Background: an optimization exercise with open tools, aiming at small area, a short achievable clock period and few clock cycles per item. Do not read the settings as production practice.
Function was checked by simulation only, so behaviour that the tests miss may differ from the original.
The clock port is modelled as an ideal driver; clocking choices that lean on that would not hold on a real chip.
No activity file was given, so power comes from the tool's default toggle rates.

## trial 21
// stop_and_wait_echo_ack_sender_core
module stop_and_wait_echo_ack_sender_core #(
  parameter int MSG_BYTES   = 8,
  parameter int QUEUE_DEPTH = 8
) (
  input  logic        clk,
  input  logic        rst,
  input  logic        in_valid,
  output logic        in_stall,
  input  logic [1:0]  mode,
  input  logic [7:0]  rx_byte,
  input  logic [63:0] message,
  output logic        out_valid,
  input  logic        out_stall,
  output logic [1:0]  send_kind,
  output logic [63:0] atom,
  output logic        acked,
  output logic        enqueue_accepted,
  output logic [8:0]  queue_count,
  output logic        link_ready,
  input  logic        cfg_write,
  input  logic        cfg_index,
  input  logic [7:0]  cfg_data
);
Size in the first run: about 170 I/O pins.
Settings: LEC_CHECK=0, CAP_MARGIN=20, CORE_MARGIN=2, CORE_UTILIZATION=55, CTS_CLUSTER_DIAMETER=100, CTS_CLUSTER_SIZE=26, SETUP_SLACK_MARGIN=2.86, SLEW_MARGIN=50; clock period 5.0 ns.
standard.sh (not shown) runs the stock make flow with config.mk's settings and CLKGATE_MAP_FILE= SYNTH_SCRIPT=/design/flow/synth_recipe.tcl, a recipe that flattens the netlist after the stock synthesis.
==> flow/flow/run.sh <==
#!/bin/bash
# Standard layout, except that the delay cells (clkdlybuf4s*, dlygate*, dlymetal*)
# are don't-use after synthesis, so port buffers, repair and hold fixing use
# plain buffers. Synthesis is the standard one, unchanged.
set -euo pipefail
cd "$(dirname "$0")/.."
bash standard.sh synth > synth.log 2>&1
DU=$(make -s -C "$FLOW_HOME" DESIGN_CONFIG="$PWD/config.mk" WORK_HOME="$PWD/orfs" print-DONT_USE_CELLS 2>/dev/null | sed -n 's/^DONT_USE_CELLS: //p')
EXTRA=""
for c in clkdlybuf4s15_1 clkdlybuf4s15_2 clkdlybuf4s18_1 clkdlybuf4s18_2 clkdlybuf4s25_1 clkdlybuf4s25_2 \
         clkdlybuf4s50_1 clkdlybuf4s50_2 dlygate4sd1_1 dlygate4sd2_1 dlygate4sd3_1 \
         dlymetal6s2s_1 dlymetal6s4s_1 dlymetal6s6s_1; do
  EXTRA="$EXTRA sky130_fd_sc_hd__$c"
done
bash standard.sh "DONT_USE_CELLS=$DU$EXTRA" finish > layout.log 2>&1
Trial 21 | status: complete | timing, DRC, antenna: pass
Testbench counts of trial 21, summed over its fixed seeds: cycles 5,819, items 5,795.
> inputs changed (trial 21 -> trial 78)
Settings: SETUP_SLACK_MARGIN: 2.86 -> 2.8; CORE_UTILIZATION: 55 -> 50.
### Flow results
- On full die area, the lower figure sits with trial 21, not trial 78.
- According to the power report, total power for trial 78 is lower than for trial 21.
- Between trial 78 and trial 21, the multi-input logic portion of the cell area does not differ in any meaningful way.

========
## build 17
Another version of the RTL of stop_and_wait_echo_ack_sender_core (not shown whole).
For scale: ~630 flip-flops, ~170 I/O pins, roughly 26,000 µm² of cells after synthesis.
==> flow/config.mk <==
export PLATFORM = sky130hd
export DESIGN_NAME = stop_and_wait_echo_ack_sender_core
export DESIGN_NICKNAME = stop_and_wait_echo_ack_sender_core
export VERILOG_FILES = /design/flow/design.v
export SDC_FILE = /design/flow/constraint.sdc
export NUM_CORES = 4
export LEC_CHECK = 0
export CAP_MARGIN = 20
export CORE_MARGIN = 2
export CORE_UTILIZATION = 50
export CTS_CLUSTER_DIAMETER = 100
export CTS_CLUSTER_SIZE = 26
export SETUP_SLACK_MARGIN = 2.6
export SLEW_MARGIN = 50
==> flow/constraint.sdc <==
create_clock -name core_clock -period 5.0 [get_ports {clk}]
set_input_delay 1.0000 -clock core_clock [delete_from_list [all_inputs] [get_ports {clk}]]
set_output_delay 1.0000 -clock core_clock [all_outputs]
set_load 0.01 [all_outputs]
==> flow/flow/run.sh <==
#!/bin/bash
# Standard layout, except that:
# - the delay cells (clkdlybuf4s*, dlygate*, dlymetal*) are don't-use after
#   synthesis, so port buffers, repair and hold fixing use plain buffers;
# - before the post-placement repair_design, a max-fanout limit
#   (flow/pre_resize.tcl) so that high-fanout nets get buffer trees.
# Synthesis is the standard one, unchanged.
set -euo pipefail
cd "$(dirname "$0")/.."
bash standard.sh synth > synth.log 2>&1
DU=$(make -s -C "$FLOW_HOME" DESIGN_CONFIG="$PWD/config.mk" WORK_HOME="$PWD/orfs" print-DONT_USE_CELLS 2>/dev/null | sed -n 's/^DONT_USE_CELLS: //p')
EXTRA=""
for c in clkdlybuf4s15_1 clkdlybuf4s15_2 clkdlybuf4s18_1 clkdlybuf4s18_2 clkdlybuf4s25_1 clkdlybuf4s25_2 \
         clkdlybuf4s50_1 clkdlybuf4s50_2 dlygate4sd1_1 dlygate4sd2_1 dlygate4sd3_1 \
         dlymetal6s2s_1 dlymetal6s4s_1 dlymetal6s6s_1; do
  EXTRA="$EXTRA sky130_fd_sc_hd__$c"
done
export PRE_RESIZE_TCL="$PWD/flow/pre_resize.tcl"
bash standard.sh "DONT_USE_CELLS=$DU$EXTRA" finish > layout.log 2>&1
==> flow/flow/pre_resize.tcl <==
# Buffer high-fanout nets into balanced trees before timing repair.
set_max_fanout 12 [current_design]
Build 17 closes out successfully: all stages finished, all timing, DRC and antenna checks passed.
Testbench counts of build 17, summed over its fixed seeds: cycles 5,803, items 5,795.
Inputs modified between build 17 and build 47:
# build 17
export LEC_CHECK = 0
export CAP_MARGIN = 20
export CORE_MARGIN = 2
export CORE_UTILIZATION = 50
export CTS_CLUSTER_DIAMETER = 100
export CTS_CLUSTER_SIZE = 26
export SETUP_SLACK_MARGIN = 2.6
export SLEW_MARGIN = 50
create_clock -name core_clock -period 5.0 [get_ports {clk}]
# build 47
export LEC_CHECK = 0
export CAP_MARGIN = 20
export CORE_MARGIN = 2
export CORE_UTILIZATION = 50
export CTS_CLUSTER_DIAMETER = 100
export CTS_CLUSTER_SIZE = 26
export SETUP_SLACK_MARGIN = 2.45
export SLEW_MARGIN = 20
create_clock -name core_clock -period 5.0 [get_ports {clk}]
-- flow/flow/run.sh --
<<< build 17, line 2
# Standard layout, except that:
# - the delay cells (clkdlybuf4s*, dlygate*, dlymetal*) are don't-use after
#   synthesis, so port buffers, repair and hold fixing use plain buffers;
# - before the post-placement repair_design, a max-fanout limit
#   (flow/pre_resize.tcl) so that high-fanout nets get buffer trees.
# Synthesis is the standard one, unchanged.
>>> build 47, line 2
# Standard layout, except that the delay cells (clkdlybuf4s*, dlygate*, dlymetal*)
# are don't-use after synthesis, so port buffers, repair and hold fixing use
# plain buffers. Synthesis is the standard one, unchanged.
<<< build 17, line 18
export PRE_RESIZE_TCL="$PWD/flow/pre_resize.tcl"
>>> build 47, line 15
removed: flow/flow/pre_resize.tcl
[summary]
Going from build 17 to build 47, proportion of cell area occupied by multi-input gates now larger; worst hold slack comparable; time the worst path needs with I/O delays and setup now smaller; number of cells on the worst reg-to-reg path now smaller; fraction of power consumed by combinational cells now smaller.
Global-route wire length before repair on build 47 is ahead of build 17.
On largest fanout on the critical path: between build 17 and build 47, it ends up higher for build 47.
The following lists how build 94 was set up differently from build 47:
# build 47
export LEC_CHECK = 0
export CAP_MARGIN = 20
export CORE_MARGIN = 2
export CORE_UTILIZATION = 50
export CTS_CLUSTER_DIAMETER = 100
export CTS_CLUSTER_SIZE = 26
export SETUP_SLACK_MARGIN = 2.45
export SLEW_MARGIN = 20
create_clock -name core_clock -period 5.0 [get_ports {clk}]
# build 94
export LEC_CHECK = 0
export CAP_MARGIN = 20
export CORE_MARGIN = 2
export CORE_UTILIZATION = 50
export CTS_CLUSTER_DIAMETER = 100
export CTS_CLUSTER_SIZE = 26
export SETUP_SLACK_MARGIN = 2.9
export SLEW_MARGIN = 50
create_clock -name core_clock -period 5.0 [get_ports {clk}]
==> comparison <==
Build 94 reached the final stage; the timing, design-rule and antenna checks on its layout passed.
Build 94 against build 47: total inserted antenna cells shows a reduction of 1; switching power as a share of total power shows an increase of 2.1 points; count of cells along the worst register-to-register path shows an increase of 2.
Input-level comparison between build 73 and build 94:
# build 94
export LEC_CHECK = 0
export CAP_MARGIN = 20
export CORE_MARGIN = 2
export CORE_UTILIZATION = 50
export CTS_CLUSTER_DIAMETER = 100
export CTS_CLUSTER_SIZE = 26
export SETUP_SLACK_MARGIN = 2.9
export SLEW_MARGIN = 50
create_clock -name core_clock -period 5.0 [get_ports {clk}]
# build 73
export LEC_CHECK = 0
export CAP_MARGIN = 20
export CORE_MARGIN = 2
export CORE_UTILIZATION = 50
export CTS_CLUSTER_DIAMETER = 100
export CTS_CLUSTER_SIZE = 26
export SETUP_SLACK_MARGIN = 2.6
export SLEW_MARGIN = 50
create_clock -name core_clock -period 5.0 [get_ports {clk}]
-- flow/flow/run.sh --
<<< build 94, line 2
# Standard layout, except that the delay cells (clkdlybuf4s*, dlygate*, dlymetal*)
# are don't-use after synthesis, so port buffers, repair and hold fixing use
# plain buffers. Synthesis is the standard one, unchanged.
>>> build 73, line 2
# Standard layout, except that:
# - the delay cells (clkdlybuf4s*, dlygate*, dlymetal*) are don't-use after
#   synthesis, so port buffers, repair and hold fixing use plain buffers;
# - after CTS, an extra setup repair pass (flow/post_cts.tcl) with more passes.
# Synthesis is the standard one, unchanged.
<<< build 94, line 15
>>> build 73, line 17
export POST_CTS_TCL="$PWD/flow/post_cts.tcl"
==> flow/flow/post_cts.tcl (new file) <==
# Extra setup repair after CTS: more passes, any footprint.
set m 0
if {[info exists ::env(SETUP_SLACK_MARGIN)]} { set m $::env(SETUP_SLACK_MARGIN) }
estimate_parasitics -placement
repair_timing -setup -setup_margin $m -repair_tns 100 -max_passes 500 -verbose
detailed_placement
check_placement -verbose
## What came out
- Build 73 reached the end of the flow, and the finished layout is clean on the timing, design-rule and antenna checks.
- Build 73: non-clock buffer count lower than build 94
- Diff build 94 -> build 73: wire length on met2 has decreased, overall routing resource usage -4.6 points, worst-path maximum fanout higher.
- Delta (build 73 minus build 94): via count went down by about 20%, arrival time at the worst endpoint saw an increase.
- Cmp build 94 and build 73 / initial antenna violation count / lower: build 73
- Compared build 73 against build 94; hold slack within noise.
- Going from build 94 to build 73, total chip power shrank by a few percent.
- Build 73 ended up with out_stall as its source of the critical timing path; build 94 ended up with message[51].
The inputs of build 63 differ from those of build 73 as listed below.
# build 73
export LEC_CHECK = 0
export CAP_MARGIN = 20
export CORE_MARGIN = 2
export CORE_UTILIZATION = 50
export CTS_CLUSTER_DIAMETER = 100
export CTS_CLUSTER_SIZE = 26
export SETUP_SLACK_MARGIN = 2.6
export SLEW_MARGIN = 50
create_clock -name core_clock -period 5.0 [get_ports {clk}]
# build 63
export LEC_CHECK = 0
export CAP_MARGIN = 20
export CORE_MARGIN = 2
export CORE_UTILIZATION = 50
export CTS_CLUSTER_DIAMETER = 100
export CTS_CLUSTER_SIZE = 26
export SETUP_SLACK_MARGIN = 2.45
export SLEW_MARGIN = 50
create_clock -name core_clock -period 5.0 [get_ports {clk}]
-- flow/flow/run.sh --
<<< build 73, line 2
# Standard layout, except that:
# - the delay cells (clkdlybuf4s*, dlygate*, dlymetal*) are don't-use after
#   synthesis, so port buffers, repair and hold fixing use plain buffers;
# - after CTS, an extra setup repair pass (flow/post_cts.tcl) with more passes.
# Synthesis is the standard one, unchanged.
>>> build 63, line 2
# Standard layout, except that the delay cells (clkdlybuf4s*, dlygate*, dlymetal*)
# are don't-use after synthesis, so port buffers, repair and hold fixing use
# plain buffers. Synthesis is the standard one, unchanged.
<<< build 73, line 17
export POST_CTS_TCL="$PWD/flow/post_cts.tcl"
>>> build 63, line 15
removed: flow/flow/post_cts.tcl
Notes after the runs:
Build 63 against build 73: share of the clock period used by the worst path up 2.0 points, sequential share of layout area flat, final area flat, internal power flat, met2 wirelength from detailed routing up about 0.8%.
Relative to build 63, the following input files were edited for build 80:
# build 63
export LEC_CHECK = 0
export CAP_MARGIN = 20
export CORE_MARGIN = 2
export CORE_UTILIZATION = 50
export CTS_CLUSTER_DIAMETER = 100
export CTS_CLUSTER_SIZE = 26
export SETUP_SLACK_MARGIN = 2.45
export SLEW_MARGIN = 50
create_clock -name core_clock -period 5.0 [get_ports {clk}]
# build 80
export LEC_CHECK = 0
export CAP_MARGIN = 20
export CORE_MARGIN = 2
export CORE_UTILIZATION = 60
export CTS_CLUSTER_DIAMETER = 100
export CTS_CLUSTER_SIZE = 26
export SETUP_SLACK_MARGIN = 2.62
export SLEW_MARGIN = 50
create_clock -name core_clock -period 5.0 [get_ports {clk}]
### Flow results
Build 63 ended with every stage complete and zero timing, DRC or antenna violations.
Build 80: PASS, flow complete, no timing, DRC or antenna violations
Comparing build 80 and build 63, multi-input logic portion of the cell area is lower on build 80.
Build 80 and build 63 ended up with nearly the same power.
Relative to build 63, actual transition at the worst max-transition pin has decreased by 4.7 ps in build 80.
Compared with build 63, build 80 supports a higher clock frequency.
Cmp build 80 and build 63 / area of the core region / lower: build 80
When build 80 is set beside build 63, its global-route wire length before repair turns out to be 2.2% smaller.
Number of setup buffers added after CTS on build 80 is up relative to build 63.
Max-cap violation count across build 80 and build 63: no real change.

what the ideal ports hide:
The flow's constraints put no driver on any port. The routed layouts listed below were extracted and timed again, unchanged, in two steps.
Step 1: set_driving_cell puts a clkbuf_16 on clk and a buf_2 on each other input, an assumption about the parent block.
Step 2 moves the port delays by t, midway between the first and last clock arrival at a register: inputs arrive t later, outputs are due t later. That takes back most of the time a late clock gives input paths.
a / b / c = ideal / step 1 / step 2; a / b = the first two.
run | shift t [ns] | slack for setup (ns) | latest minus earliest clock arrival (ns)
trial 21 | 0.677 | 2.788 / 2.742 / 2.212 | 0.028 / 0.029
trial 78 | 0.666 | 2.788 / 2.747 / 2.117 | 0.034 / 0.034
build 17 | 0.688 | 2.091 / 2.133 / 1.445 | 0.025 / 0.025
build 47 | 0.666 | 2.463 / 2.504 / 1.838 | 0.026 / 0.026
build 94 | 0.691 | 2.506 / 2.427 / 1.737 | 0.023 / 0.023
build 73 | 0.677 | 2.600 / 2.611 / 1.968 | 0.025 / 0.025
build 63 | 0.671 | 2.502 / 2.537 / 1.875 | 0.027 / 0.027
build 80 | 0.661 | 2.540 / 2.578 / 1.918 | 0.038 / 0.037
After both steps every run listed still meets setup and hold. For build 94, which loses most, drivers alone change the setup slack by -0.079 ns; drivers and shift together by -0.769 ns.
